From an optimization exercise on the open Yosys and OpenROAD flow, aimed at small area, a short achievable clock period and few clock cycles per item; shortcuts taken in it are not production practice. Where RTL was checked, it was by simulation tests only, not by an equivalence proof against the original. For runs 1 and 2, only the layout was checked, not whether the RTL still works. Power is estimated from default activity; no workload was simulated.

### flow/run.sh
#!/bin/bash
set -euo pipefail
bash standard.sh SETUP_SLACK_MARGIN=7 TNS_END_PERCENT=0 MATCH_CELL_FOOTPRINT=0 finish > standard_flow.log 2>&1
### standard.sh
#!/bin/bash
# synth_recipe.tcl (not shown) runs the flow's synth.tcl, then flattens the netlist and writes it again
# the make line also repeats each setting of config.mk as NAME=value (left out here)
make -C /OpenROAD-flow-scripts/flow DESIGN_CONFIG=/design/flow/config.mk WORK_HOME=/design/flow/orfs CLKGATE_MAP_FILE= SYNTH_SCRIPT=/design/flow/synth_recipe.tcl "${@:-finish}"
### config.mk
export PLATFORM = sky130hd
export DESIGN_NAME = snn_layer
export DESIGN_NICKNAME = snn_layer
export VERILOG_FILES = /design/flow/design.v
export SDC_FILE = /design/flow/constraint.sdc
export NUM_CORES = 4
export LEC_CHECK = 0
export CAP_MARGIN = 20
export CORE_MARGIN = 2
export CORE_UTILIZATION = 30
export PLACE_DENSITY = 0.5
export SLEW_MARGIN = 20
### constraint.sdc
create_clock -name core_clock -period 10.0 [get_ports {clock}]
set_input_delay 2.0000 -clock core_clock [delete_from_list [all_inputs] [get_ports {clock}]]
set_output_delay 2.0000 -clock core_clock [all_outputs]
set_load 0.01 [all_outputs]
### design.v
package snn_pkg;
  localparam int SNN_N_NEURONS  = 16;
  localparam int SNN_N_INPUTS   = 16;
  localparam int SNN_W_WIDTH    = 8;
  localparam int SNN_POT_WIDTH  = 16;
  localparam int SNN_LEAK_SHIFT = 3;
endpackage
module snn_weight_ram #(
  parameter int N_ROWS = 16,
  parameter int N_COLS = 16,
  parameter int ADDR_W = 8,
  parameter int DATA_W = 8
) (
  input  logic                         clock,
  input  logic                         wr_en,
  input  logic [ADDR_W-1:0]            wr_addr,
  input  logic [DATA_W-1:0]            wr_data,
  input  logic [N_ROWS-1:0]            rd_sel,
  output logic [N_COLS*DATA_W-1:0]     rd_row,
  output logic [$clog2(N_ROWS)-1:0]    base,
  output logic                         wr_pend,
  output logic                         wr_pend_next
);
  localparam int RW = $clog2(N_ROWS);
  localparam int CW = $clog2(N_COLS);
  localparam int RB = N_COLS * DATA_W;
  logic [RW-1:0]     base_q;
  logic              wb_v_q;
  logic [ADDR_W-1:0] wb_a_q;
  logic [DATA_W-1:0] wb_d_q;
  logic [RB-1:0]     pos_q [N_ROWS];
  logic              land_s;
  logic [RB-1:0]     wrap_s;
  assign land_s = wb_v_q && (wb_a_q[ADDR_W-1 -: RW] == base_q);
  always_comb begin
    wrap_s = pos_q[0];
    for (int c = 0; c < N_COLS; c++) begin
      if (land_s && (wb_a_q[CW-1:0] == CW'(c))) begin
        wrap_s[c*DATA_W +: DATA_W] = wb_d_q;
      end
    end
  end
  always_ff @(posedge clock) begin
    base_q <= base_q + RW'(1);
    wb_v_q <= wr_en || (wb_v_q && !land_s);
    if (wr_en) begin
      wb_a_q <= wr_addr;
      wb_d_q <= wr_data;
    end
    for (int p = 0; p < N_ROWS - 1; p++) begin
      pos_q[p] <= pos_q[p+1];
    end
    pos_q[N_ROWS-1] <= wrap_s;
  end
  always_comb begin
    rd_row = '0;
    for (int p = 0; p < N_ROWS; p++) begin
      rd_row = rd_row | ({RB{rd_sel[p]}} & pos_q[p]);
    end
  end
  assign base         = base_q;
  assign wr_pend      = wb_v_q;
  assign wr_pend_next = wr_en || (wb_v_q && !land_s);
endmodule
module snn_layer #(
  parameter int N_NEURONS  = snn_pkg::SNN_N_NEURONS,
  parameter int N_INPUTS   = snn_pkg::SNN_N_INPUTS,
  parameter int W_WIDTH    = snn_pkg::SNN_W_WIDTH,
  parameter int POT_WIDTH  = snn_pkg::SNN_POT_WIDTH,
  parameter int LEAK_SHIFT = snn_pkg::SNN_LEAK_SHIFT
) (
  input  logic                                   clock,
  input  logic                                   reset_n,
  input  logic                                   in_valid,
  output logic                                   in_ready,
  input  logic [$clog2(N_INPUTS)-1:0]            in_addr,
  input  logic                                   wr_en,
  input  logic [$clog2(N_INPUTS*N_NEURONS)-1:0]  wr_addr,
  input  logic [W_WIDTH-1:0]                     wr_data,
  input  logic [POT_WIDTH-1:0]                   threshold,
  input  logic                                   leak_tick,
  output logic                                   out_valid,
  input  logic                                   out_ready,
  output logic [$clog2(N_NEURONS)-1:0]           out_addr,
  output logic                                   busy
);
  localparam int AW_N  = $clog2(N_NEURONS);
  localparam int AW_IN = $clog2(N_INPUTS);
  localparam int AW_WR = $clog2(N_INPUTS*N_NEURONS);
  localparam int P     = POT_WIDTH;
  localparam int W     = W_WIDTH;
  localparam int S     = LEAK_SHIFT;
  localparam int QD    = 6;                   
  localparam int CW    = $clog2(QD + 4);      
  localparam logic [P-1:0] SAT_MIN = {1'b1, {(P-1){1'b0}}};
  function automatic logic [AW_N-1:0] lowest_set(input logic [N_NEURONS-1:0] v);
    lowest_set = '0;
    for (int i = N_NEURONS - 1; i >= 0; i--) begin
      if (v[i]) begin
        lowest_set = AW_N'(i);
      end
    end
  endfunction
  logic                   in_ready_q, out_valid_q, busy_q;
  logic [AW_N-1:0]        out_addr_q;
  logic [N_INPUTS-1:0]    s0_sel_q;
  logic                   s0_v_q, s0_lk_q;
  logic [P-1:0]           thr_q;                  
  logic [N_NEURONS*W-1:0] r_w_q;
  logic                   r_v_q, r_lk_q;
  logic                   lp_q;                 
  logic [P-1:0]           pr_q [N_NEURONS];       
  logic [N_NEURONS-1:0]   fm_q;                   
  logic                   fm_v_q;
  logic [N_NEURONS-1:0]   q_q [QD];
  logic [QD-1:0]          wp_q, rp_q;           
  logic [CW-1:0]          qn_q;                 
  logic [N_NEURONS-1:0]   rest_q;               
  logic                   acc_s, hold_s, lk_in_s;
  logic [AW_IN-1:0]       base_s, pos_in_s;
  logic                   wr_pend_s, wr_pend_d;
  logic [N_INPUTS-1:0]    sel_in_s;
  logic [N_INPUTS-1:0]    s0_sel_d;
  logic                   s0_v_d, s0_lk_d;
  assign lk_in_s = leak_tick;
  assign acc_s  = in_valid && in_ready_q;
  assign hold_s = s0_v_q && wr_pend_s;
  assign pos_in_s = in_addr - base_s - AW_IN'(1);
  always_comb begin
    sel_in_s = '0;
    sel_in_s[pos_in_s] = acc_s;
  end
  assign s0_sel_d = hold_s ? {s0_sel_q[0], s0_sel_q[N_INPUTS-1:1]} : sel_in_s;
  assign s0_v_d   = hold_s ? 1'b1     : acc_s;
  assign s0_lk_d  = hold_s ? s0_lk_q  : lk_in_s;
  logic [N_INPUTS-1:0]    rd_sel_s;
  logic [N_NEURONS*W-1:0] row_s;
  logic                   r_v_d, r_lk_d;
  assign rd_sel_s = s0_sel_q & {N_INPUTS{!wr_pend_s}};
  assign r_v_d    = s0_v_q && !wr_pend_s;
  assign r_lk_d   = s0_lk_q && !hold_s;
  snn_weight_ram #(
    .N_ROWS (N_INPUTS),
    .N_COLS (N_NEURONS),
    .ADDR_W (AW_WR),
    .DATA_W (W)
  ) u_ram (
    .clock        (clock),
    .wr_en        (wr_en),
    .wr_addr      (wr_addr),
    .wr_data      (wr_data),
    .rd_sel       (rd_sel_s),
    .rd_row       (row_s),
    .base         (base_s),
    .wr_pend      (wr_pend_s),
    .wr_pend_next (wr_pend_d)
  );
  logic                   thr_min_s;
  logic [N_NEURONS-1:0]   fire_s;
  logic [P-1:0]           pr_d [N_NEURONS];
  assign thr_min_s = (thr_q == ~SAT_MIN);
  for (genvar k = 0; k < N_NEURONS; k++) begin : g_n
    logic [W-1:0] w_s;
    logic [P-1:0] pot_s;    
    logic [P+1:0] a_s;      
    logic [P+1:0] x_s;      
    logic [P+1:0] wx_s;     
    logic [P+1:0] t_s;      
    logic [P+1:0] s1_s, c1_s, s2_s, c2_s, s3_s, c3_s;
    logic [P:0]   u_s;      
    logic [P+1:0] d_s;      
    logic         ovn_s;
    assign w_s   = r_w_q[k*W +: W];
    assign pot_s = pr_q[k] & {P{!fm_q[k]}};
    assign a_s   = {{2{pot_s[P-1]}}, pot_s};
    assign x_s   = {(P+2){lp_q}} & ~{{(S+2){pot_s[P-1]}}, pot_s[P-1:S]};
    assign wx_s  = {{(P+2-W){w_s[W-1]}}, w_s};
    assign t_s   = {{2{thr_q[P-1]}}, thr_q};
    assign s1_s  = a_s ^ x_s ^ wx_s;
    assign c1_s  = {((a_s & x_s) | (a_s & wx_s) | (x_s & wx_s)), lp_q};
    assign u_s   = s1_s[P:0] + c1_s[P:0];
    assign ovn_s = u_s[P] && !u_s[P-1];
    assign s2_s  = a_s ^ wx_s ^ t_s;
    assign c2_s  = {((a_s & wx_s) | (a_s & t_s) | (wx_s & t_s)), 1'b1};
    assign s3_s  = s2_s ^ c2_s ^ x_s;
    assign c3_s  = {((s2_s & c2_s) | (s2_s & x_s) | (c2_s & x_s)), lp_q};
    assign d_s   = s3_s + c3_s;
    assign fire_s[k] = r_v_q && (!d_s[P+1] || thr_min_s);
    assign pr_d[k]   = ovn_s ? SAT_MIN : u_s[P-1:0];
  end
  logic                 q_ne_s, fm_ne_s, push_s, avail_s;
  logic [N_NEURONS-1:0] q_head_s, src_s, src_rest_s, rest_rest_s, rest_d;
  logic [AW_N-1:0]      src_idx_s, rest_idx_s, out_addr_d;
  logic                 out_valid_d, pop_s, fm_v_d;
  logic [QD-1:0]        wp_d, rp_d;
  logic [CW-1:0]        qn_d, m_s, k_s;
  logic                 busy_d, in_ready_d;
  logic                 free0_s, free1_s;
  logic [N_NEURONS-1:0] rest_c [2];
  logic [AW_N-1:0]      oa_c   [2];
  logic                 ov_c   [2];
  logic                 pop_c  [2];
  logic                 ir_c   [2][2];
  function automatic logic [N_NEURONS-1:0] clear_lowest(input logic [N_NEURONS-1:0] v);
    logic below;
    below = 1'b0;
    for (int i = 0; i < N_NEURONS; i++) begin
      clear_lowest[i] = v[i] && below;
      below = below || v[i];
    end
  endfunction
  assign q_ne_s  = (qn_q != '0);
  assign fm_ne_s = fm_v_q && (fm_q != '0);
  assign avail_s = q_ne_s || fm_ne_s;
  always_comb begin
    q_head_s = '0;
    for (int i = 0; i < QD; i++) begin
      q_head_s = q_head_s | (q_q[i] & {N_NEURONS{rp_q[i]}});
    end
  end
  assign src_s       = q_ne_s ? q_head_s : fm_q;
  assign src_idx_s   = lowest_set(src_s);
  assign src_rest_s  = clear_lowest(src_s);
  assign rest_idx_s  = lowest_set(rest_q);
  assign rest_rest_s = clear_lowest(rest_q);
  assign free0_s = !out_valid_q;
  assign free1_s = !out_valid_q || (rest_q == '0);
  always_comb begin
    rest_c[0] = free0_s ? src_rest_s : rest_q;
    oa_c[0]   = free0_s ? src_idx_s  : out_addr_q;
    ov_c[0]   = free0_s ? avail_s    : 1'b1;
    pop_c[0]  = free0_s && avail_s;
    rest_c[1] = free1_s ? src_rest_s : rest_rest_s;
    oa_c[1]   = free1_s ? src_idx_s  : rest_idx_s;
    ov_c[1]   = free1_s ? avail_s    : 1'b1;
    pop_c[1]  = free1_s && avail_s;
  end
  assign rest_d      = out_ready ? rest_c[1] : rest_c[0];
  assign out_addr_d  = out_ready ? oa_c[1]   : oa_c[0];
  assign out_valid_d = out_ready ? ov_c[1]   : ov_c[0];
  assign pop_s       = out_ready ? pop_c[1]  : pop_c[0];
  assign push_s = fm_ne_s;
  assign wp_d   = push_s ? {wp_q[QD-2:0], wp_q[QD-1]} : wp_q;
  assign rp_d   = pop_s  ? {rp_q[QD-2:0], rp_q[QD-1]} : rp_q;
  assign m_s    = qn_q + CW'(push_s);
  assign qn_d   = m_s - CW'(pop_s);
  assign fm_v_d = r_v_q;
  assign k_s = m_s + CW'(r_v_d) + CW'(r_v_q);
  assign ir_c[0][0] = (k_s < CW'(QD));
  assign ir_c[0][1] = (k_s < CW'(QD + 1));
  assign ir_c[1][0] = (k_s < CW'(QD - 1));
  assign ir_c[1][1] = (k_s < CW'(QD));
  assign in_ready_d = ir_c[s0_v_d][pop_s] && !wr_pend_d;
  assign busy_d     = wr_pend_d || s0_v_d || r_v_d || fm_v_d || out_valid_d
                   || (pop_s ? (m_s > CW'(1)) : (m_s != '0));
  always_ff @(posedge clock or negedge reset_n) begin
    if (!reset_n) begin
      in_ready_q  <= 1'b1;
      out_valid_q <= 1'b0;
      out_addr_q  <= '0;
      s0_sel_q    <= '0;
      s0_v_q      <= 1'b0;
      s0_lk_q     <= 1'b0;
      r_w_q       <= '0;
      r_v_q       <= 1'b0;
      r_lk_q      <= 1'b0;
      lp_q        <= 1'b0;
      fm_v_q      <= 1'b0;
      fm_q        <= '0;
      wp_q        <= QD'(1);
      rp_q        <= QD'(1);
      qn_q        <= '0;
      rest_q      <= '0;
      for (int i = 0; i < N_NEURONS; i++) begin
        pr_q[i] <= '0;
      end
    end else begin
      in_ready_q  <= in_ready_d;
      out_valid_q <= out_valid_d;
      out_addr_q  <= out_addr_d;
      s0_sel_q    <= s0_sel_d;
      s0_v_q      <= s0_v_d;
      s0_lk_q     <= s0_lk_d;
      r_w_q       <= row_s;
      r_v_q       <= r_v_d;
      r_lk_q      <= r_lk_d;
      lp_q        <= r_lk_q;
      fm_v_q      <= fm_v_d;
      fm_q        <= fire_s;
      wp_q        <= wp_d;
      rp_q        <= rp_d;
      qn_q        <= qn_d;
      rest_q      <= rest_d;
      for (int i = 0; i < N_NEURONS; i++) begin
        pr_q[i] <= pr_d[i];
      end
    end
  end
  always_ff @(posedge clock) begin
    busy_q <= busy_d;
    thr_q <= ~threshold;
    for (int i = 0; i < QD; i++) begin
      if (push_s && wp_q[i]) begin
        q_q[i] <= fm_q;
      end
    end
  end
  assign in_ready  = in_ready_q;
  assign out_valid = out_valid_q;
  assign out_addr  = out_addr_q;
  assign busy      = busy_q;
endmodule
==> results of run 1 <==
## cell usage in the layout, fill, tap and decap left out, types with 54 or more instances in the layout
master	count
sky130_fd_sc_hd__dfxtp_1	2054
sky130_fd_sc_hd__fa_1	758
sky130_fd_sc_hd__ha_1	546
sky130_fd_sc_hd__a22o_1	531
sky130_fd_sc_hd__a221oi_1	528
sky130_fd_sc_hd__dfrtp_1	447
sky130_fd_sc_hd__nor2b_1	431
sky130_fd_sc_hd__clkbuf_16	301
sky130_fd_sc_hd__nor2_1	300
sky130_fd_sc_hd__a21oi_1	235
sky130_fd_sc_hd__inv_1	207
sky130_fd_sc_hd__nand4_1	169
sky130_fd_sc_hd__o21ai_0	162
sky130_fd_sc_hd__nand2_1	153
sky130_fd_sc_hd__mux2_2	145
sky130_fd_sc_hd__buf_4	144
sky130_fd_sc_hd__xnor2_1	137
sky130_fd_sc_hd__a21o_1	115
sky130_fd_sc_hd__edfxtp_1	112
sky130_fd_sc_hd__nor3_1	97
sky130_fd_sc_hd__a211oi_1	72
sky130_fd_sc_hd__xor2_1	70
sky130_fd_sc_hd__nand3_1	69
sky130_fd_sc_hd__nand2b_1	62
sky130_fd_sc_hd__clkbuf_8	56
sky130_fd_sc_hd__nor2b_2	54
## flip-flops by register name, summed over array words and instances (netlist names), 6 cells and up
register and flops:
thr_q 16, u_ram.wb_a_q 8, u_ram.pos_q 2048, rest_q 15
q_q 96, rp_q 6, u_ram.wb_d_q 8, s0_sel_q 16
wp_q 6, pr_q 256, fm_q 16, r_w_q 128
## power groups by stage
| stage | Combinational (mW) | Clock [mW] | Sequential (mW) |
|---|---|---|---|
| 2_1_floorplan | 10.6 | 0 | 11.7 |
| 5_1_grt | 16.9 | 11.3 | 11.6 |
| 3_5_place_dp | 13.7 | 0 | 11.8 |
| 6_report | 14.9 | 10.6 | 11.5 |
| 4_1_cts | 14.4 | 10.9 | 11.5 |
| 3_3_place_gp | 13.5 | 0 | 11.8 |
## area by class of cell
| cell class | instances | area, um2 | area share |
|---|---|---|---|
| diodes | 7 | 17.5 | 0.000137 |
| clock buffers | 395 | 8190 | 0.0642 |
| clock inverters | 109 | 1210 | 0.00952 |
| inverters | 209 | 788 | 0.00618 |
| multi-input cells | 5357 | 52100 | 0.408 |
| flip-flops and latches | 2641 | 56300 | 0.441 |
| well taps | 4794 | 6000 | 0.0470 |
| repair buffers | 262 | 2950 | 0.0231 |
## layer usage
layer / GRT usage / vias up
li1: - / 31700
met1: 0.237 / 36300
met2: 0.281 / 1873
met3: 0.0229 / 471
met4: 0.0465 / 2
met5: 0 / -
## stage by stage
| stage | utilization | power [mW] | hold slack [ns] | setup slack [ns] | std cells |
|---|---|---|---|---|---|
| 6_report | 0.352 | 37.0 | 0.321 | 5.75 | 13800 |
| 2_1_floorplan | - | 22.3 | 0.331 | 5.81 | 8529 |
| 3_5_place_dp | 0.319 | 25.5 | 0.335 | 4.52 | 13200 |
| 4_1_cts | 0.349 | 36.8 | 0.314 | 5.77 | 13700 |
| 5_1_grt | 0.352 | 39.8 | 0.325 | 5.61 | 13800 |
| 3_3_place_gp | 0.319 | 25.3 | 0.333 | 4.59 | 13200 |
## repair_timing
item,4_1_cts,5_1_grt
buffers inserted,42,37
hold buffers,0,0
cloned,10,6
pin swaps,23,55
setup endpoints to repair,671,696
gates resized for setup,137,152
## logic make-up (layout without fill, tap and decap cells)
family / count (synthesis) / after routing / share of synthesized area
DFF: 2641 / 2641 / 0.515
AOI/OAI and AO/OA: 2067 / 2070 / 0.147
and+or+nand+nor: 1591 / 1592 / 0.0803
adders and majority gates: 1326 / 1326 / 0.205
buffers and inverters: 535 / 975 / 0.0194
xor gates and xnor gates: 212 / 212 / 0.0170
muxes: 157 / 157 / 0.0160
other: 0 / 7 / 0
## path summary, 6_finish.rpt
check,depth (start not counted),endpoint
min reg2reg,0,u_ram.pos_q[9][9]
min in group asynchronous,1,pr_q[5][15]
max reg2reg,15,pr_q[7][6]
max,15,pr_q[7][6]
min,0,u_ram.pos_q[9][9]
max in group asynchronous,3,fm_q[4]
==> results.rst, run 1 <==
.. list-table::
   :header-rows: 1

   * - Metric
     - Value
   * - Starting density of the core
     - 0.301
   * - Half-perimeter wire length after detailed placement
     - 196000 um
   * - Final Net Count
     - 10100
   * - Number of buffers inserted during clock tree synthesis
     - 283
   * - Type of the tightest min-delay check
     - reg2reg
   * - Clk root buf
     - sky130_fd_sc_hd__clkbuf_16
   * - Area grow syn2layout
     - 16.8%
   * - Total of max-cap violations
     - 0
   * - Fillers
     - 34900
   * - Internal power contribution
     - 24.1 mW
   * - DR WL met2
     - 150000 um
   * - Initial DRC Count
     - 4795
   * - Clock tree from TritonCTS
     - done
   * - Cell Area, Synth
     - 109000 um2
   * - RSZ-0062 raised after global routing
     - yes
   * - Top cell types by occurrence after synthesis
     - sky130_fd_sc_hd__dfxtp_1, sky130_fd_sc_hd__fa_1, sky130_fd_sc_hd__ha_1
   * - Top routing layer used
     - met5
   * - Syn_nets
     - approximately 9900
   * - Worst Path Arrival
     - 4.97 ns
   * - Standard-cell rows
     - 221
   * - Worst Path Class, Setup
     - reg2reg
   * - Yosys top cell by area
     - sky130_fd_sc_hd__dfxtp_1
   * - Number of antenna violations at the first check in global routing
     - 29
   * - Slowest-stage cell, CP
     - sky130_fd_sc_hd__dfrtp_4
   * - Number of nets with antenna violations after detailed routing
     - 0
   * - Startpoint of the worst-slack reg-to-reg timing path
     - lp_q
   * - Proportion of synthesized chip area in sequential cells
     - 0.515
   * - Net Switching
     - 12.9 mW
   * - Last weighted congestion value of the routability-driven placer
     - 0.830
   * - Total grt overflow
     - 0
   * - Area enclosed by the die boundary
     - 369000 um2
   * - Slew at the pin with the worst max-slew slack
     - 1.12 ns
   * - Final-layout setup total negative slack
     - 0 ns
   * - Count of boundary I/O pins
     - between 40 and 50
   * - Clock latency on the worst-skew pair
     - 0.88 ns
   * - Iteration count of the initial detailed-routing pass
     - 5
   * - Share of async-settable or async-resettable flops after synthesis
     - 0.174
   * - Via count of the first global-routing pass
     - 74800
   * - Avg Synthesized Cell Area
     - 12.8 um2
   * - Yosys warning count
     - 11
   * - Clock Path Buffers
     - 4
   * - Max Slew Vio Count
     - 0
   * - Tightest slew margin relative to the limit
     - 0.251
   * - Area fraction of the dominant cell type after synthesis
     - 0.379
   * - Nature of the critical path endpoint
     - flop
   * - Leading cell type by number of instances after synthesis
     - sky130_fd_sc_hd__dfxtp_1
   * - Number of distinct library cell variants in the gate-level netlist after synthesis
     - 94
   * - Floorplan Core Area
     - ~360000 um2
   * - Clock transition at the register clock pins on the worst setup and hold paths after CTS
     - 0.06 ns
   * - Slowest cell delay on critical path
     - 0.52 ns
   * - Routed length per instance
     - ~24 um
   * - Worst Path Buf+Inv
     - 5
   * - Synth Flop Type
     - sky130_fd_sc_hd__dfxtp_1
   * - Cells traversed along the worst timing path
     - buf_12 > clkbuf_16 > buf_4 > clkbuf_16 > nor2b_2 > fa_1 > ha_1 > o21a_1 > a2111oi_4 > o311ai_2 > a221oi_2 > xor2_1 > nor2_4 > buf_12 > a221oi_4
   * - H-tree lvl count
     - 5
   * - Hold violation count in the final report
     - 0
   * - Data required time of the worst path
     - approximately 11 ns
   * - First-pass GRT wire length
     - approximately 490000 um
   * - Synthesis-stage register bit count
     - 2641
   * - Average vias per placed instance
     - 5.11
   * - Highest clock frequency the design can meet
     - 235 MHz
   * - Worst Skew
     - 0.0836 ns
   * - DR WL met3
     - 16500 um
   * - Hold wc startpoint
     - u_ram.pos_q[10][9]
   * - Power density over the cells
     - 290 nW/um2
   * - Clock tree sinks
     - approximately 2600
   * - Outcome
     - no timing/DRC/antenna violations
   * - Category of cells accounting for the largest share of critical-path delay
     - compound AO/OA/AOI/OAI gates
   * - Pleak
     - 52.3 nW
   * - Shortest clock period the worst path allows after layout
     - 4.25 ns
   * - Peak ir drop on the vdd network
     - 0.158 mV
   * - Clock network fraction of total power
     - 0.287
   * - Critical Path Start
     - lp_q
   * - Routed wire length
     - around 320000 um
   * - Number of remaining DRC errors
     - 0
   * - Routed metal-1 wire length
     - between 100000 and 150000 um
   * - Share of the cycle needed by the critical path after routing
     - 0.425
   * - Maximum fanout encountered on the critical timing path
     - 16
   * - Kind of launch point of the worst setup path
     - flop
   * - Count of flip-flops with a built-in enable after synthesis
     - 112
   * - Via count
     - ~70000
   * - Port bufs
     - 48
   * - Number of failing setup endpoints in the final timing report
     - 0
   * - Cell count after synthesis
     - 8529
   * - Sw Share
     - 0.349
   * - Chip Width
     - just over 600 um
   * - Leading cell types by total area after synthesis
     - sky130_fd_sc_hd__dfxtp_1, sky130_fd_sc_hd__fa_1, sky130_fd_sc_hd__dfrtp_1
   * - Aggregate global-route resource usage
     - 0.172
   * - Slack of the worst reg-to-reg path
     - about 5.8 ns
   * - Standard cell area after detailed placement
     - 116000 um2
   * - Sequential share of power
     - 0.312
   * - Share of layout cells above drive strength 1
     - 0.125
   * - Share of total power in combinational logic
     - 0.401
   * - Summed area of non-filler cells in the final layout
     - 128000 um2
   * - Vertical die dimension
     - 607 um
   * - Pin count of the biggest net entering global routing
     - 123
==> run 2: changes to the inputs <==
--- a/config.mk
+++ b/config.mk
@@ -8,5 +8,6 @@
 export CAP_MARGIN = 20
 export CORE_MARGIN = 2
 export CORE_UTILIZATION = 30
+export CTS_BUF_LIST = sky130_fd_sc_hd__clkbuf_8
 export PLACE_DENSITY = 0.5
 export SLEW_MARGIN = 20
==> results.rst, run 2 <==
.. list-table::
   :header-rows: 1

   * - Metric
     - Value
   * - Outcome
     - no timing/DRC/antenna violations
   * - Peak ir drop on the vdd network
     - 0.116 mV
   * - Total power of the final layout
     - 35.6 mW
   * - Synth Flop Type
     - sky130_fd_sc_hd__dfxtp_1
   * - Post-synthesis simple-gate area fraction
     - 0.0803
   * - Floorplan Core Area
     - roughly 360000 um2
   * - Average vias per placed instance
     - 5.06
   * - Share of layout cells above drive strength 1
     - 0.128
   * - Total grt overflow
     - 0
   * - Worst Path Class, Setup
     - reg2reg
   * - Number of antenna violations at the first check in global routing
     - 27
   * - First-pass GRT wire length
     - 488000 um
   * - Shortest clock period the worst path allows after layout
     - around 4.3 ns
   * - Standard-cell rows
     - 221
   * - Nature of the critical path endpoint
     - flop
   * - Net Switching
     - between 10 and 15 mW
   * - Initial DRC Count
     - ~5000
   * - Number of buffers inserted during clock tree synthesis
     - ~420
   * - Via count
     - 70800
   * - Internal power contribution
     - ~23 mW
   * - Count of flip-flops with a built-in enable after synthesis
     - about 110
   * - Clock Path Buffers
     - 4
   * - Number of remaining DRC errors
     - 0
   * - Worst Path Arrival
     - between 5 and 6 ns
   * - Avg Synthesized Cell Area
     - 12.8 um2
   * - Final-layout setup total negative slack
     - 0 ns
   * - Area fraction of the dominant cell type after synthesis
     - 0.379
   * - Top cell types by occurrence after synthesis
     - sky130_fd_sc_hd__dfxtp_1, sky130_fd_sc_hd__fa_1, sky130_fd_sc_hd__ha_1
   * - Routed wire length
     - ~320000 um
   * - Slack of the worst reg-to-reg path
     - 5.73 ns
   * - Commonest non-fill, non-tap cell in the layout
     - sky130_fd_sc_hd__dfxtp_1
   * - Share of the cycle needed by the critical path after routing
     - 0.427
   * - Share of total power in combinational logic
     - 0.405
   * - Utilization of the core after routing
     - 0.348
   * - Top flop regs
     - u_ram.pos_q: 2048 flops, pr_q: 256 flops, r_w_q: 128 flops
   * - Clock tree sinks
     - 2641
   * - Fillers
     - 35200
   * - Pin count of the biggest net entering global routing
     - around 120
   * - Tightest slew margin relative to the limit
     - 0.234
   * - Vertical die dimension
     - just over 600 um
   * - Cell count after synthesis
     - 8529
   * - Number of failing setup endpoints in the final timing report
     - 0
   * - Clock transition at the register clock pins on the worst setup and hold paths after CTS
     - 0.06 ns
   * - Type of the tightest min-delay check
     - reg2reg
   * - Arithmetic-cell share of the synthesized area counting full adders, half adders and majority gates
     - 0.205
   * - Leading cell types by total area after synthesis
     - sky130_fd_sc_hd__dfxtp_1, sky130_fd_sc_hd__fa_1, sky130_fd_sc_hd__dfrtp_1
   * - Synth Area in Compound Gates
     - 0.147
   * - Number of flip-flops in the largest register
     - 2048
   * - Top register by number of flip-flops
     - u_ram.pos_q
   * - Clk root buf
     - sky130_fd_sc_hd__clkbuf_8
   * - Number of distinct library cell variants in the gate-level netlist after synthesis
     - 94
   * - Iteration count of the initial detailed-routing pass
     - 5
   * - Largest family of logic cells by synthesized area
     - adder cells
   * - Routed length per instance
     - roughly 23 um
   * - Slowest cell delay on critical path
     - 0.52 ns
   * - Synthesis-stage register bit count
     - 2641
   * - Area grow syn2layout
     - 15.5%
   * - Share of async-settable or async-resettable flops after synthesis
     - 0.174
   * - Port bufs
     - 48
   * - Maximum fanout encountered on the critical timing path
     - 16
   * - Worst Skew
     - between 0.1 and 0.15 ns
   * - Standard cell area after detailed placement
     - 116000 um2
   * - Most frequent cells in the layout
     - sky130_fd_sc_hd__dfxtp_1, sky130_fd_sc_hd__fa_1, sky130_fd_sc_hd__ha_1, sky130_fd_sc_hd__a22o_1, sky130_fd_sc_hd__a221oi_1
   * - Starting density of the core
     - 0.301
   * - H-tree lvl count
     - 5
   * - Kind of launch point of the worst setup path
     - flop
   * - Power density over the cells
     - 282 nW/um2
   * - Synthesized-area fraction occupied by xor and xnor cells
     - 0.0170
   * - Count of boundary I/O pins
     - 49
   * - Clock network fraction of total power
     - 0.271
   * - Sw Share
     - 0.357
   * - Yosys top cell by area
     - sky130_fd_sc_hd__dfxtp_1
   * - Highest clock frequency the design can meet
     - 234 MHz
   * - Last weighted congestion value of the routability-driven placer
     - a little over 0.8
   * - Area enclosed by the die boundary
     - 369000 um2
   * - Via count of the first global-routing pass
     - 75900
   * - Syn_nets
     - 9897
   * - Clock tree from TritonCTS
     - done
   * - Cell Area, Synth
     - roughly 110000 um2
   * - Total of max-cap violations
     - 0
   * - Number of nets with antenna violations after detailed routing
     - 0
   * - Proportion of synthesized chip area in sequential cells
     - 0.515
   * - Slowest-stage cell, CP
     - sky130_fd_sc_hd__fa_1
   * - Clock latency on the worst-skew pair
     - 1.03 ns
   * - Multiplexer area fraction after synthesis
     - 0.0160
   * - Leading cell type by number of instances after synthesis
     - sky130_fd_sc_hd__dfxtp_1
   * - RSZ-0062 raised after global routing
     - yes
   * - Summed area of non-filler cells in the final layout
     - 126000 um2
   * - Final Hold Slack
     - between 0.2 and 0.3 ns
   * - Hold buffer count at CTS
     - 0
   * - Hold violation count in the final report
     - 0
   * - Sequential share of power
     - 0.324
   * - Chip Width
     - just over 600 um
   * - Library cell appearing most often on the critical path
     - sky130_fd_sc_hd__buf_16
   * - Yosys warning count
     - 11
   * - Max Slew Vio Count
     - 0
   * - Data required time of the worst path
     - 10.82 ns
   * - Slew at the pin with the worst max-slew slack
     - 1.15 ns
   * - Final Net Count
     - 10200
   * - Aggregate global-route resource usage
     - 0.172
   * - Half-perimeter wire length after detailed placement
     - 196000 um
   * - Pleak
     - around 52 nW
   * - Cells traversed along the worst timing path
     - buf_16 > buf_16 > nand2b_1 > fa_1 > inv_1 > ha_1 > fa_2 > a211oi_4 > o21ai_2 > a2111oi_4 > o311ai_2 > a221oi_2 > xor2_2 > nor2_4 > buf_4 > nor3_1
## run 2: worst paths after layout
path                                    start                 end  cells past startpoint
min in group asynchronous             reset_n            r_w_q[2]                      1
hold / removal             u_ram.pos_q[7][88]  u_ram.pos_q[6][88]                      0
hold reg to reg            u_ram.pos_q[7][88]  u_ram.pos_q[6][88]                      0
max in group asynchronous             reset_n           r_w_q[48]                      3
setup / recovery                         lp_q         pr_q[12][4]                     16
setup reg to reg                         lp_q         pr_q[12][4]                     16
## run 2: through the flow
step | cells | setup WS (ns)
after global placement | 13200 | 4.59
after floorplan | 8529 | 5.81
final | 14000 | 5.73
after detailed placement | 13200 | 4.52
after CTS | 14000 | 5.72
after global routing | 14000 | 5.58
## run 2: critical path: cells and delay by family, from the launching register on
family	cells	cell delay [ns]
compound gates	5	1.32
fa+ha+maj	3	1.13
buf+inv	4	0.55
flops	1	0.43
simple gates	3	0.38
xor+xnor	1	0.24
## run 2: cells by family (layout without fill, tap and decap cells)
group,after synthesis,in the layout
flip-flops,2641,2641
AO/OA/AOI/OAI,2067,2069
AND/OR/NAND/NOR,1591,1593
adder cells (fa/ha/maj),1326,1326
buffers and inverters,535,1202
XOR/XNOR,212,212
multiplexers,157,157
other,0,9
## run 2: what timing repair did
action / CTS / global route
endpoints found under the hold margin: 0 / 0
buffers inserted: 35 / 17
pin swaps: 15 / 31
gates cloned: 6 / 3
setup endpoints to repair: 527 / 640
resized for setup: 102 / 79
## run 2: power by group through the flow
stage	Combinational [mW]	Sequential [mW]	Clock, mW
2_1_floorplan	10.6	11.7	0
3_3_place_gp	13.5	11.8	0
3_5_place_dp	13.7	11.8	0
4_1_cts	14.3	11.5	9.91
5_1_grt	16.5	11.6	10.4
6_report	14.4	11.5	9.66
## run 2: routing by layer
metal / vias to the layer above / GRT usage / routed length [um]
met5: - / 0 / 13
met4: 2 / 0.0473 / 7620
met3: 487 / 0.0240 / 15800
met2: 1876 / 0.280 / 149000
met1: 36500 / 0.237 / 150000
li1: 32000 / - / -
## run 2: final cells by class
cell class	count	area [um2]	share of cell area
Timing Repair Buffer	228	2450	0.0195
Inverter	209	788	0.00625
Clock inverter	241	1650	0.0130
Antenna cell	9	22.5	0.000179
Clock buffer	524	7210	0.0572
Sequential cell	2641	56300	0.447
Tap cell	4794	6000	0.0476
Multi-Input combinational cell	5357	51700	0.410
==> run 3: changes to the inputs <==
--- a/design.v
+++ b/design.v
@@ -111,6 +111,7 @@
   logic                   lp_q;                 
   logic [P-1:0]           pr_q [N_NEURONS];       
   logic [N_NEURONS-1:0]   fm_q;                   
+  logic [N_NEURONS-1:0]   zl_q;                   
   logic                   fm_v_q;
   logic [N_NEURONS-1:0]   q_q [QD];
   logic [QD-1:0]          wp_q, rp_q;           
@@ -158,6 +159,7 @@
   logic                   thr_min_s;
   logic [N_NEURONS-1:0]   fire_s;
   logic [P-1:0]           pr_d [N_NEURONS];
+  logic [N_NEURONS-1:0]   zl_d;
   assign thr_min_s = (thr_q == ~SAT_MIN);
   for (genvar k = 0; k < N_NEURONS; k++) begin : g_n
     logic [W-1:0] w_s;
@@ -171,7 +173,7 @@
     logic [P+1:0] d_s;      
     logic         ovn_s;
     assign w_s   = r_w_q[k*W +: W];
-    assign pot_s = pr_q[k] & {P{!fm_q[k]}};
+    assign pot_s = {pr_q[k][P-1] && !fm_q[k], pr_q[k][P-2:0] & {(P-1){!zl_q[k]}}};
     assign a_s   = {{2{pot_s[P-1]}}, pot_s};
     assign x_s   = {(P+2){lp_q}} & ~{{(S+2){pot_s[P-1]}}, pot_s[P-1:S]};
     assign wx_s  = {{(P+2-W){w_s[W-1]}}, w_s};
@@ -179,14 +181,15 @@
     assign s1_s  = a_s ^ x_s ^ wx_s;
     assign c1_s  = {((a_s & x_s) | (a_s & wx_s) | (x_s & wx_s)), lp_q};
     assign u_s   = s1_s[P:0] + c1_s[P:0];
-    assign ovn_s = u_s[P] && !u_s[P-1];
+    assign ovn_s = !lp_q && w_s[W-1] && (pot_s[P-1:W-1] == {1'b1, {(P-W){1'b0}}}) && u_s[W-1];
     assign s2_s  = a_s ^ wx_s ^ t_s;
     assign c2_s  = {((a_s & wx_s) | (a_s & t_s) | (wx_s & t_s)), 1'b1};
     assign s3_s  = s2_s ^ c2_s ^ x_s;
     assign c3_s  = {((s2_s & c2_s) | (s2_s & x_s) | (c2_s & x_s)), lp_q};
     assign d_s   = s3_s + c3_s;
     assign fire_s[k] = r_v_q && (!d_s[P+1] || thr_min_s);
-    assign pr_d[k]   = ovn_s ? SAT_MIN : u_s[P-1:0];
+    assign pr_d[k]   = {u_s[P-1] || ovn_s, u_s[P-2:0]};
+    assign zl_d[k]   = fire_s[k] || ovn_s;
   end
   logic                 q_ne_s, fm_ne_s, push_s, avail_s;
   logic [N_NEURONS-1:0] q_head_s, src_s, src_rest_s, rest_rest_s, rest_d;
@@ -267,6 +270,7 @@
       lp_q        <= 1'b0;
       fm_v_q      <= 1'b0;
       fm_q        <= '0;
+      zl_q        <= '0;
       wp_q        <= QD'(1);
       rp_q        <= QD'(1);
       qn_q        <= '0;
@@ -287,6 +291,7 @@
       lp_q        <= r_lk_q;
       fm_v_q      <= fm_v_d;
       fm_q        <= fire_s;
+      zl_q        <= zl_d;
       wp_q        <= wp_d;
       rp_q        <= rp_d;
       qn_q        <= qn_d;
==> results.rst, run 3 <==
.. list-table::
   :header-rows: 1

   * - Metric
     - Value
   * - Avg Synthesized Cell Area
     - 12.3 um2
   * - Commonest non-fill, non-tap cell in the layout
     - sky130_fd_sc_hd__dfxtp_1
   * - RSZ-0062 raised after global routing
     - yes
   * - Highest clock frequency the design can meet
     - 271 MHz
   * - Total grt overflow
     - 0
   * - Pre-CTS setup slack
     - approximately 4.9 ns
   * - Type of the tightest min-delay check
     - reg2reg
   * - Sw Share
     - 0.364
   * - Floorplan Core Area
     - around 360000 um2
   * - Area enclosed by the die boundary
     - 370000 um2
   * - Worst Path Class, Setup
     - reg2reg
   * - Data required time of the worst path
     - 10.88 ns
   * - Area grow syn2layout
     - 16.6%
   * - Number of nets with antenna violations after detailed routing
     - 0
   * - Cell count after synthesis
     - 8941
   * - Count of flip-flops with a built-in enable after synthesis
     - 112
   * - Clk root buf
     - sky130_fd_sc_hd__clkbuf_8
   * - Internal power contribution
     - 23.7 mW
   * - Instance count after placement with tap cells included
     - 13600
   * - Cell Area, Synth
     - approximately 110000 um2
   * - Synthesis-stage register bit count
     - around 2700
   * - Worst Path Arrival
     - 4.57 ns
   * - Yosys top cell by area
     - sky130_fd_sc_hd__dfxtp_1
   * - Proportion of synthesized chip area in sequential cells
     - 0.518
   * - Slew at the pin with the worst max-slew slack
     - between 1 and 1.5 ns
   * - Leading cell type by number of instances after synthesis
     - sky130_fd_sc_hd__dfxtp_1
   * - Leading cell types by total area after synthesis
     - sky130_fd_sc_hd__dfxtp_1, sky130_fd_sc_hd__fa_1, sky130_fd_sc_hd__dfrtp_1
   * - Hold violation count in the final report
     - 0
   * - Routed length per instance
     - 22.3 um
   * - Number of flip-flops in the largest register
     - 2048
   * - Number of buffers inserted during clock tree synthesis
     - 418
   * - Clock transition at the register clock pins on the worst setup and hold paths after CTS
     - 0.07 ns
   * - First-pass GRT wire length
     - 484000 um
   * - Top cell types by occurrence after synthesis
     - sky130_fd_sc_hd__dfxtp_1, sky130_fd_sc_hd__inv_1, sky130_fd_sc_hd__fa_1
   * - Iteration count of the initial detailed-routing pass
     - 5
   * - Hold buffer count at CTS
     - 0
   * - Clock latency on the worst-skew pair
     - 1.03 ns
   * - Last weighted congestion value of the routability-driven placer
     - 0.815
   * - Peak ir drop on the vdd network
     - approximately 0.11 mV
   * - Via count
     - ~71000
   * - Routed wire length
     - 323000 um
   * - Initial DRC Count
     - 4705
   * - Total of max-cap violations
     - 0
   * - Clock tree sinks
     - 2657
   * - Number of remaining DRC errors
     - 0
   * - Via count of the first global-routing pass
     - 76300
   * - Syn_nets
     - 10300
   * - Chip Width
     - 608 um
   * - Fin cells
     - 14500
   * - Pleak
     - 55.7 nW
   * - Power density over the cells
     - between 200 and 300 nW/um2
   * - Starting density of the core
     - 0.302
   * - Average vias per placed instance
     - 4.93
   * - Total power of the final layout
     - 37.3 mW
   * - Most frequent cells in the layout
     - sky130_fd_sc_hd__dfxtp_1, sky130_fd_sc_hd__inv_1, sky130_fd_sc_hd__fa_1, sky130_fd_sc_hd__clkbuf_8, sky130_fd_sc_hd__a22o_1
   * - Clock tree from TritonCTS
     - done
   * - Area fraction of the dominant cell type after synthesis
     - 0.378
   * - Max Slew Vio Count
     - 0
   * - Worst Skew
     - 0.127 ns
   * - Pin count of the biggest net entering global routing
     - 126
   * - Synth Flop Type
     - sky130_fd_sc_hd__dfxtp_1
   * - Final-layout setup total negative slack
     - 0 ns
   * - Share of layout cells above drive strength 1
     - 0.143
   * - Number of distinct library cell variants in the gate-level netlist after synthesis
     - between 80 and 90
   * - Net Switching
     - 13.6 mW
   * - Worst path setup slack after routing
     - 6.30 ns
   * - Nature of the critical path endpoint
     - flop
   * - Clock Path Buffers
     - 4
   * - Top flop regs
     - u_ram.pos_q: 2048 flops, pr_q: 256 flops, r_w_q: 128 flops
   * - Number of antenna violations at the first check in global routing
     - 34
   * - Yosys warning count
     - 11
   * - Share of the cycle needed by the critical path after routing
     - 0.370
   * - Kind of launch point of the worst setup path
     - flop
   * - Final Net Count
     - 10700
   * - Final Hold Slack
     - 0.293 ns
   * - Outcome
     - no timing/DRC/antenna violations
   * - Aggregate global-route resource usage
     - 0.169
   * - Tightest slew margin relative to the limit
     - 0.199
   * - Standard-cell rows
     - approximately 220
   * - Clock network fraction of total power
     - 0.262
   * - Count of boundary I/O pins
     - 49
   * - Port bufs
     - 48
   * - Top register by number of flip-flops
     - u_ram.pos_q
   * - H-tree lvl count
     - 5
   * - Half-perimeter wire length after detailed placement
     - approximately 190000 um
   * - Sequential share of power
     - 0.314
   * - Share of total power in combinational logic
     - 0.425
   * - Number of failing setup endpoints in the final timing report
     - 0
   * - Share of async-settable or async-resettable flops after synthesis
     - 0.179
   * - Vertical die dimension
     - 608 um
   * - Maximum fanout encountered on the critical timing path
     - 8
   * - Shortest clock period the worst path allows after layout
     - 3.70 ns
==> run 3: cell count changes in the layout (fill, tap and decap cells not counted), moves of 68 or more <==
cell / change
sky130_fd_sc_hd__nand2b_1: +68
sky130_fd_sc_hd__nand2_1: +213
sky130_fd_sc_hd__nor2b_1: -282
sky130_fd_sc_hd__xnor2_1: +73
sky130_fd_sc_hd__a21oi_1: -72
sky130_fd_sc_hd__inv_1: +561
==> run 3: worst max-delay path: stages, from the launching register on <==
cell	delay, ns
sky130_fd_sc_hd__dfrtp_4	0.42
sky130_fd_sc_hd__buf_12	0.15
sky130_fd_sc_hd__buf_12	0.19
sky130_fd_sc_hd__clkbuf_16	0.22
sky130_fd_sc_hd__nand2b_1	0.12
sky130_fd_sc_hd__fa_1	0.51
sky130_fd_sc_hd__inv_1	0.04
sky130_fd_sc_hd__ha_1	0.34
sky130_fd_sc_hd__nor2b_1	0.15
sky130_fd_sc_hd__o21ai_0	0.31
sky130_fd_sc_hd__a21boi_2	0.15
sky130_fd_sc_hd__o211ai_1	0.27
sky130_fd_sc_hd__nand3_1	0.16
sky130_fd_sc_hd__a31o_2	0.26
sky130_fd_sc_hd__a21oi_1	0.17
sky130_fd_sc_hd__xnor2_1	0.13
==> run 3: area by class of cell <==
type / instances / area [um2]
well taps: 4794 / 6000
clock buffers: 542 / 7460
inverters: 833 / 3220
flip-flops and latches: 2657 / 56800
fillers: 35500 / 235000
clock inverters: 221 / 1500
repair inverters: 1 / 7.51
repair buffers: 295 / 2960
diodes: 13 / 32.5
multi-input cells: 5157 / 49800
==> run 3: metrics by stage <==
step / area (um2) / utilization
3_3_place_gp: 116000 / 0.320
5_1_grt: 128000 / 0.352
6_report: 128000 / 0.352
3_5_place_dp: 116000 / 0.320
4_1_cts: 126000 / 0.348
2_1_floorplan: 110000 / -
==> run 3: kinds of logic (layout without fill, tap and decap cells) <==
family          count (synthesis)  count (layout)  share of synthesized area
simple gates                 1607            1609                     0.0758
compound gates               1849            1849                      0.132
xor+xnor                      261             261                     0.0209
mux                           144             144                     0.0147
buf+inv                      1129            1892                     0.0389
other cells                     0              13                          0
fa+ha+maj                    1294            1294                      0.201
flops                        2657            2657                      0.518
==> run 3: power by group through the flow <==
stage                     Combinational (mW)  Clock (mW)  Sequential, mW
after floorplan                         11.4           0            11.8
after global placement                  14.5           0            11.9
after detailed placement                14.7           0            11.9
after CTS                               15.3        9.99            11.7
after global routing                    18.1        10.4            11.8
final                                   15.8        9.75            11.7
==> run 3: final timing paths <==
path | start | to | slack, ns | depth (start not counted)
setup / recovery | lp_q | pr_q[13][14] | 6.30 | 15
hold / removal | u_ram.pos_q[9][87] | u_ram.pos_q[8][87] | 0.29 | 0
setup reg to reg | lp_q | pr_q[13][14] | 6.30 | 15
hold reg to reg | u_ram.pos_q[9][87] | u_ram.pos_q[8][87] | 0.29 | 0
max in group asynchronous | reset_n | r_w_q[55] | 6.88 | 3
min in group asynchronous | reset_n | pr_q[0][8] | 1.04 | 1
==> run 3: repair_timing <==
action / 4_1_cts / 5_1_grt
buffers inserted: 58 / 92
gates cloned: 12 / 6
pin swaps: 22 / 75
setup endpoints to repair: 605 / 597
resized for setup: 159 / 198
==> run 3: routing by layer <==
layer	part of all wire	track usage
met3	0.050	0.0255
met4	0.029	0.0494
met2	0.47	0.284
met5	0.00010	0
met1	0.45	0.226
Testbench counts of run 3, summed over its fixed seeds: cycles 2,116, events 1,920.
==> run 4: changes to the inputs <==
--- a/config.mk
+++ b/config.mk
@@ -7,7 +7,7 @@
 export LEC_CHECK = 0
 export CAP_MARGIN = 20
 export CORE_MARGIN = 2
-export CORE_UTILIZATION = 30
+export CORE_UTILIZATION = 50
 export CTS_BUF_LIST = sky130_fd_sc_hd__clkbuf_8
-export PLACE_DENSITY = 0.5
+export PLACE_DENSITY = 0.65
 export SLEW_MARGIN = 20
==> results.rst, run 4 <==
.. list-table::
   :header-rows: 1

   * - Metric
     - Value
   * - Iteration count of the initial detailed-routing pass
     - 6
   * - Top register by number of flip-flops
     - u_ram.pos_q
   * - Routed wire length
     - 294000 um
   * - Max Slew Vio Count
     - 0
   * - Final Net Count
     - 10600
   * - Average vias per placed instance
     - 5.75
   * - Clock Path Buffers
     - 4
   * - Initial DRC Count
     - 5039
   * - H-tree lvl count
     - 5
   * - Share of layout cells above drive strength 1
     - 0.129
   * - Most frequent cells in the layout
     - sky130_fd_sc_hd__dfxtp_1, sky130_fd_sc_hd__inv_1, sky130_fd_sc_hd__fa_1, sky130_fd_sc_hd__clkbuf_8, sky130_fd_sc_hd__ha_1
   * - Vertical die dimension
     - roughly 470 um
   * - Pleak
     - 55.0 nW
   * - Pin count of the biggest net entering global routing
     - 157
   * - First-pass GRT wire length
     - 449000 um
   * - Maximum fanout encountered on the critical timing path
     - 11
   * - Clock latency on the worst-skew pair
     - 1.12 ns
   * - Number of failing setup endpoints in the final timing report
     - 0
   * - Peak ir drop on the vdd network
     - ~0.13 mV
   * - RSZ-0062 raised after global routing
     - yes
   * - Fillers
     - 17800
   * - Number of flip-flops in the largest register
     - 2048
   * - Category of cells accounting for the largest share of critical-path delay
     - simple AND/OR/NAND/NOR gates
   * - Clock tree sinks
     - 2657
   * - Number of antenna violations at the first check in global routing
     - 27
   * - Worst Path Class, Setup
     - reg2reg
   * - Clock tree from TritonCTS
     - done
   * - Via count
     - 71700
   * - Last weighted congestion value of the routability-driven placer
     - 0.868
   * - Cell count after synthesis
     - 8941
   * - Starting density of the core
     - 0.504
   * - Hold violation count in the final report
     - 0
   * - Data required time of the worst path
     - 10.97 ns
   * - Total of max-cap violations
     - 0
   * - Number of distinct library cell variants in the gate-level netlist after synthesis
     - 86
   * - Top cell types by occurrence after synthesis
     - sky130_fd_sc_hd__dfxtp_1, sky130_fd_sc_hd__inv_1, sky130_fd_sc_hd__fa_1
   * - Final-layout setup total negative slack
     - 0 ns
   * - Area enclosed by the die boundary
     - 223000 um2
   * - Clk root buf
     - sky130_fd_sc_hd__clkbuf_8
   * - Standard-cell rows
     - 171
   * - Area fraction of the dominant cell type after synthesis
     - 0.378
   * - Aggregate global-route resource usage
     - 0.260
   * - Total power of the final layout
     - approximately 37 mW
   * - Count of boundary I/O pins
     - 49
   * - Cells traversed along the worst timing path
     - buf_12 > buf_12 > buf_12 > and2_1 > fa_1 > ha_1 > or2_1 > o31a_1 > a31o_1 > or4_1 > o2111ai_2 > nand2b_1 > a21oi_1 > xnor2_1
   * - Routed length per instance
     - approximately 24 um
   * - Library cell appearing most often on the critical path
     - sky130_fd_sc_hd__buf_12
   * - Cell Area, Synth
     - 110000 um2
   * - Type of the tightest min-delay check
     - reg2reg
   * - Avg Synthesized Cell Area
     - 12.3 um2
   * - Worst Path Buf+Inv
     - 3
   * - Total grt overflow
     - 0
   * - Number of buffers inserted during clock tree synthesis
     - 419
   * - Shortest clock period the worst path allows after layout
     - 3.72 ns
   * - Synth Flop Type
     - sky130_fd_sc_hd__dfxtp_1
   * - Worst Skew
     - roughly 0.085 ns
   * - Power density over the cells
     - 294 nW/um2
   * - Count of flip-flops with a built-in enable after synthesis
     - 112
   * - Syn_nets
     - 10300
   * - Top flop regs
     - u_ram.pos_q: 2048 flops, pr_q: 256 flops, r_w_q: 128 flops
   * - Slowest cell delay on critical path
     - 0.52 ns
   * - Leading cell type by number of instances after synthesis
     - sky130_fd_sc_hd__dfxtp_1
   * - Slowest-stage cell, CP
     - sky130_fd_sc_hd__dfrtp_4
   * - Yosys warning count
     - 11
   * - Leading cell types by total area after synthesis
     - sky130_fd_sc_hd__dfxtp_1, sky130_fd_sc_hd__fa_1, sky130_fd_sc_hd__dfrtp_1
   * - Share of async-settable or async-resettable flops after synthesis
     - 0.179
   * - Hold buffer count at CTS
     - 0
   * - Yosys top cell by area
     - sky130_fd_sc_hd__dfxtp_1
   * - Slew at the pin with the worst max-slew slack
     - ~1.2 ns
   * - Kind of launch point of the worst setup path
     - flop
   * - Commonest non-fill, non-tap cell in the layout
     - sky130_fd_sc_hd__dfxtp_1
   * - Area grow syn2layout
     - 13.2%
   * - Floorplan Core Area
     - between 200000 and 250000 um2
   * - Worst Path Arrival
     - 4.68 ns
   * - Number of remaining DRC errors
     - 0
   * - Half-perimeter wire length after detailed placement
     - 179000 um
   * - Tightest slew margin relative to the limit
     - 0.188
   * - Outcome
     - no timing/DRC/antenna violations
   * - Clock transition at the register clock pins on the worst setup and hold paths after CTS
     - 0.06 ns
   * - Number of nets with antenna violations after detailed routing
     - 0
   * - Via count of the first global-routing pass
     - 75500
   * - Chip Width
     - 472 um
   * - Synthesis-stage register bit count
     - 2657
   * - Proportion of synthesized chip area in sequential cells
     - 0.518
   * - Nature of the critical path endpoint
     - flop
   * - Highest clock frequency the design can meet
     - between 200 and 300 MHz
   * - Port bufs
     - 48
   * - Share of the cycle needed by the critical path after routing
     - 0.372
-- run 4: cell types whose count changed in the layout (fill, tap and decap cells not counted), sizes merged --
cell	change
nor2b	+1
buf	-64
diode	-6
inv	+10
clkbuf	-7
clkinv	-17
clkdlybuf4s50	+1
clkinvlp	-4
bufinv	-7
-- run 4: cell type report --
class | instances | area [um2] | share of cell area
clock inverter | 202 | 1180 | 0.00953
sequential | 2657 | 56800 | 0.458
inverter | 833 | 3190 | 0.0258
tap | 2854 | 3570 | 0.0288
timing repair inverter | 2 | 10.0 | 0.0000807
clock buffer | 537 | 7390 | 0.0596
timing repair buffer | 230 | 2290 | 0.0185
multi-input combinational | 5158 | 49600 | 0.400
antenna | 7 | 17.5 | 0.000141
-- run 4: timing repair --
item | in CTS | in global routing
pin swaps | 1 | 51
setup endpoints to repair | 519 | 550
cloned | 6 | 8
setup buffers | 28 | 67
resized for setup | 79 | 205
-- run 4: per-layer routing --
layer | vias up | GRT usage | wire length [um]
met3 | 493 | 0.0466 | 20100
met4 | 0 | 0.0715 | 7540
li1 | 32300 | - | -
met5 | - | 0 | 0
met1 | 36500 | 0.362 | 131000
met2 | 2395 | 0.420 | 136000
-- run 4: power breakdown --
part	switching [mW]	total, mW	internal [mW]
sequential	0.251	11.7	11.5
combinational	8.75	15.5	6.75
clock	4.23	9.31	5.08
total	13.2	36.5	23.3
-- run 4: worst register-to-register path: stages (launching register included) --
cell	delay [ns]
sky130_fd_sc_hd__dfrtp_4	0.52
sky130_fd_sc_hd__buf_12	0.17
sky130_fd_sc_hd__buf_12	0.15
sky130_fd_sc_hd__buf_12	0.19
sky130_fd_sc_hd__and2_1	0.19
sky130_fd_sc_hd__fa_1	0.46
sky130_fd_sc_hd__ha_1	0.35
sky130_fd_sc_hd__or2_1	0.24
sky130_fd_sc_hd__o31a_1	0.13
sky130_fd_sc_hd__a31o_1	0.23
sky130_fd_sc_hd__or4_1	0.45
sky130_fd_sc_hd__o2111ai_2	0.13
sky130_fd_sc_hd__nand2b_1	0.09
sky130_fd_sc_hd__a21oi_1	0.19
sky130_fd_sc_hd__xnor2_1	0.15
-- run 4: cell families (layout without fill, tap and decap cells) --
family | count (synthesis) | count (layout) | synth area share
mux | 144 | 144 | 0.0147
other cells | 0 | 7 | 0
compound gates | 1849 | 1849 | 0.132
xor+xnor | 261 | 261 | 0.0209
fa+ha+maj | 1294 | 1294 | 0.201
simple gates | 1607 | 1610 | 0.0758
flops | 2657 | 2657 | 0.518
buf+inv | 1129 | 1804 | 0.0389
-- run 4: through the flow --
step                      instances  hold WS (ns)  worst slack, ns  area [um2]   util
after floorplan                8941         0.331             6.22      110000      -
after global placement        11600         0.332             5.38      113000  0.522
after detailed placement      11600         0.336             5.30      113000  0.522
after CTS                     12400         0.304             6.21      123000  0.564
after global routing          12500         0.315             6.15      124000  0.570
final                         12500         0.309             6.28      124000  0.570
-- run 4: final timing paths --
kind / from / endpoint / slack [ns] / cells after the start
worst max register to register: lp_q / pr_q[7][13] / 6.28 / 14
worst min register to register: u_ram.pos_q[3][91] / u_ram.pos_q[2][91] / 0.31 / 0
max in group asynchronous: reset_n / r_w_q[119] / 6.99 / 3
min in group asynchronous: reset_n / pr_q[0][13] / 0.88 / 1
worst min-delay path: u_ram.pos_q[3][91] / u_ram.pos_q[2][91] / 0.31 / 0
worst max-delay path: lp_q / pr_q[7][13] / 6.28 / 14
==> run 5: changes to the inputs <==
--- a/config.mk
+++ b/config.mk
@@ -8,6 +8,6 @@
 export CAP_MARGIN = 20
 export CORE_MARGIN = 2
 export CORE_UTILIZATION = 50
-export CTS_BUF_LIST = sky130_fd_sc_hd__clkbuf_8
+export CTS_BUF_LIST = sky130_fd_sc_hd__clkbuf_4
 export PLACE_DENSITY = 0.65
 export SLEW_MARGIN = 20
==> results.rst, run 5 <==
.. list-table::
   :header-rows: 1

   * - Metric
     - Value
   * - Final Net Count
     - between 10000 and 15000
   * - Highest clock frequency the design can meet
     - 250 MHz
   * - Initial DRC Count
     - 4846
   * - Routed wire length
     - 289000 um
   * - Via count
     - 72600
   * - Hold buffer count at CTS
     - 0
   * - Share of the cycle needed by the critical path after routing
     - 0.400
   * - Maximum fanout encountered on the critical timing path
     - between 40 and 50
   * - Top flop regs
     - u_ram.pos_q: 2048 flops, pr_q: 256 flops, r_w_q: 128 flops
   * - Area grow syn2layout
     - 12.0%
   * - Data required time of the worst path
     - between 10 and 15 ns
   * - Pre-CTS setup slack
     - 5.30 ns
   * - Average vias per placed instance
     - 5.65
   * - Hold wc startpoint
     - u_ram.pos_q[12][30]
   * - Iteration count of the initial detailed-routing pass
     - 7
   * - Number of flip-flops in the largest register
     - 2048
   * - Worst Skew
     - around 0.11 ns
   * - Number of failing setup endpoints in the final timing report
     - 0
   * - H-tree lvl count
     - 6
   * - Slew at the pin with the worst max-slew slack
     - between 1 and 1.5 ns
   * - Utilization of the core after routing
     - 0.565
   * - Tightest slew margin relative to the limit
     - 0.203
   * - Share of async-settable or async-resettable flops after synthesis
     - 0.179
   * - Chip Width
     - 472 um
   * - Proportion of synthesized chip area in sequential cells
     - 0.518
   * - Standard-cell rows
     - ~170
   * - Nature of the critical path endpoint
     - flop
   * - Fillers
     - 18200
   * - Starting density of the core
     - 0.504
   * - Clock Path Buffers
     - 4
   * - Via count of the first global-routing pass
     - 77500
   * - Total grt overflow
     - 0
   * - Hold violation count in the final report
     - 0
   * - Most frequent cells in the layout
     - sky130_fd_sc_hd__dfxtp_1, sky130_fd_sc_hd__clkbuf_4, sky130_fd_sc_hd__inv_1, sky130_fd_sc_hd__fa_1, sky130_fd_sc_hd__ha_1
   * - Shortest clock period the worst path allows after layout
     - between 4 and 5 ns
   * - Fin cells
     - 12900
   * - Share of layout cells above drive strength 1
     - 0.152
   * - Count of boundary I/O pins
     - 49
   * - Avg Synthesized Cell Area
     - 12.3 um2
   * - Startpoint of the worst-slack reg-to-reg timing path
     - u_ram.wb_v_q
   * - Worst Path Class, Setup
     - reg2reg
   * - Pin count of the biggest net entering global routing
     - around 160
   * - Number of antenna violations at the first check in global routing
     - 23
   * - Syn_nets
     - 10300
   * - Library cell appearing most often on the critical path
     - sky130_fd_sc_hd__buf_4
   * - Number of buffers inserted during clock tree synthesis
     - 671
   * - Floorplan Core Area
     - 217000 um2
   * - Outcome
     - no timing/DRC/antenna violations
   * - Port bufs
     - 48
   * - Synth Flop Type
     - sky130_fd_sc_hd__dfxtp_1
   * - Worst Path Arrival
     - 5.22 ns
   * - Aggregate global-route resource usage
     - 0.260
   * - Leading cell type by number of instances after synthesis
     - sky130_fd_sc_hd__dfxtp_1
   * - Number of nets with antenna violations after detailed routing
     - 0
   * - First-pass GRT wire length
     - 449000 um
   * - Leading cell types by total area after synthesis
     - sky130_fd_sc_hd__dfxtp_1, sky130_fd_sc_hd__fa_1, sky130_fd_sc_hd__dfrtp_1
   * - Summed area of non-filler cells in the final layout
     - 123000 um2
   * - Instance count after placement with tap cells included
     - 11600
   * - Cells traversed along the worst timing path
     - nor2b_4 > buf_4 > buf_4 > a22o_1 > a221oi_1 > nand4_1
   * - Synthesis-stage register bit count
     - 2657
   * - Half-perimeter wire length after detailed placement
     - 179000 um
   * - Yosys top cell by area
     - sky130_fd_sc_hd__dfxtp_1
   * - Slowest cell delay on critical path
     - 0.91 ns
   * - Vertical die dimension
     - approximately 470 um
   * - Routed length per instance
     - around 22 um
   * - Total of max-cap violations
     - 0
   * - RSZ-0062 raised after global routing
     - yes
   * - Commonest non-fill, non-tap cell in the layout
     - sky130_fd_sc_hd__dfxtp_1
   * - Clock tree from TritonCTS
     - done
   * - Last weighted congestion value of the routability-driven placer
     - 0.868
   * - Kind of launch point of the worst setup path
     - flop
   * - Critical Path Start
     - u_ram.wb_v_q
   * - Cell Area, Synth
     - 110000 um2
   * - Number of distinct library cell variants in the gate-level netlist after synthesis
     - 86
   * - Yosys warning count
     - 11
   * - Max Slew Vio Count
     - 0
   * - Clock transition at the register clock pins on the worst setup and hold paths after CTS
     - roughly 0.07 ns
   * - Clk root buf
     - sky130_fd_sc_hd__clkbuf_4
   * - Area enclosed by the die boundary
     - 223000 um2
   * - Standard cell area after detailed placement
     - 113000 um2
   * - Count of flip-flops with a built-in enable after synthesis
     - around 110
   * - Clock latency on the worst-skew pair
     - approximately 1.5 ns
   * - Type of the tightest min-delay check
     - reg2reg
   * - Number of remaining DRC errors
     - 0
   * - Final-layout setup total negative slack
     - 0 ns
   * - Slowest-stage cell, CP
     - sky130_fd_sc_hd__nor2b_4
   * - Pleak
     - 54.8 nW
   * - Worst path setup slack after routing
     - 6.00 ns
   * - Peak ir drop on the vdd network
     - 0.164 mV
   * - Power density over the cells
     - 293 nW/um2
   * - Total power of the final layout
     - 35.9 mW
   * - Top cell types by occurrence after synthesis
     - sky130_fd_sc_hd__dfxtp_1, sky130_fd_sc_hd__inv_1, sky130_fd_sc_hd__fa_1
   * - Top register by number of flip-flops
     - u_ram.pos_q
   * - Final Hold Slack
     - ~0.28 ns
   * - Cell count after synthesis
     - 8941
   * - Area fraction of the dominant cell type after synthesis
     - 0.378
   * - Clock tree sinks
     - roughly 2700
[run 5: path summary, 6_finish.rpt]
path / end / slack [ns] / depth (start not counted)
max: r_w_q[49] / 6.00 / 6
min: u_ram.pos_q[11][30] / 0.28 / 0
max reg2reg: r_w_q[49] / 6.00 / 6
min reg2reg: u_ram.pos_q[11][30] / 0.28 / 0
max in group asynchronous: zl_q[4] / 7.37 / 3
min in group asynchronous: rest_q[1] / 0.59 / 1
[run 5: area by class of cell]
cell class,instances,area (um2),area share
sequential,2657,56700,0.462
multi-input combinational,5155,49000,0.399
clock buffer,1036,7780,0.0634
tap,2854,3570,0.0291
inverter,833,3180,0.0259
timing repair buffer,159,1560,0.0127
clock inverter,157,916,0.00746
antenna,7,17.5,0.000143
timing repair inverter,1,5.00,0.0000408
[run 5: logic make-up (layout without fill, tap and decap cells)]
family / Yosys count / in the layout / synth area share
AOI/OAI and AO/OA: 1849 / 1849 / 0.132
xor gates and xnor gates: 261 / 261 / 0.0209
adders and majority gates: 1294 / 1294 / 0.201
buffers and inverters: 1129 / 2186 / 0.0389
DFF: 2657 / 2657 / 0.518
muxes: 144 / 144 / 0.0147
other: 0 / 7 / 0
and+or+nand+nor: 1607 / 1607 / 0.0758
[run 5: worst max-delay path, delay by kind of cell, from the launching register on]
| kind | cells | cell delay [ns] |
|---|---|---|
| buf+inv | 2 | 1.41 |
| flops | 1 | 0.60 |
| compound gates | 2 | 0.31 |
| simple gates | 2 | 1.27 |
[run 5: power breakdown]
part	leakage (nW)	total [mW]	switching, mW	internal (mW)
Clock	5.23	9.34	4.36	4.97
Sequential	23.8	11.7	0.244	11.4
Combinational	25.8	14.9	8.42	6.47
[run 5: repair_timing]
action | CTS | global route
endpoints found under the setup margin | 506 | 502
setup buffers | 6 | 24
resized for setup | 17 | 57
pin swaps | 0 | 2
cloned | 1 | 2
[run 5: routing by layer]
metal	global-route usage	up-vias	wire length, um	part of all wire
li1	-	33000	-	-
met1	0.354	36800	128000	0.44
met2	0.416	2323	135000	0.47
met3	0.0545	427	20000	0.069
met4	0.0793	6	6100	0.021
met5	0	-	34	0.00012

==> port drivers added, routing unchanged <==
How much do the figures lean on ideal ports? The routed layouts below were timed once more, with nothing changed but the port constraints. Step 1 (the two cells are an assumption about what drives the block):
set clk [get_ports {clock}]
set_driving_cell -lib_cell sky130_fd_sc_hd__clkbuf_16 $clk
set_driving_cell -lib_cell sky130_fd_sc_hd__buf_2 [delete_from_list [all_inputs] $clk]
Step 2 also shifts input and output timing later by t, the mid clock arrival at the registers, as if the neighbouring blocks saw the same clock. Three values: ideal, step 1, step 2; two values: the first two.
run | t, ns | setup slack, ns | worst setup path after step 2 | slew at the worst register clock pin (ns) | worst data-port slew with drivers (ns)
run 1 | 0.920 | 5.751 / 5.751 / 5.050 | input to register | 0.07 / 0.07 | 0.10
run 2 | 1.058 | 5.729 / 5.729 / 4.985 | input to register | 0.08 / 0.08 | 0.10
run 3 | 1.071 | 6.305 / 6.287 / 5.414 | input to register | 0.07 / 0.07 | 0.10
run 4 | 1.148 | 6.284 / 6.241 / 5.425 | input to register | 0.07 / 0.07 | 0.05
run 5 | 1.477 | 6.000 / 5.920 / 5.444 | input to register | 0.08 / 0.08 | 0.05
After both steps every run listed still meets setup and hold. For run 3, which loses most, drivers alone change the setup slack by -0.018 ns; drivers and shift together by -0.891 ns.
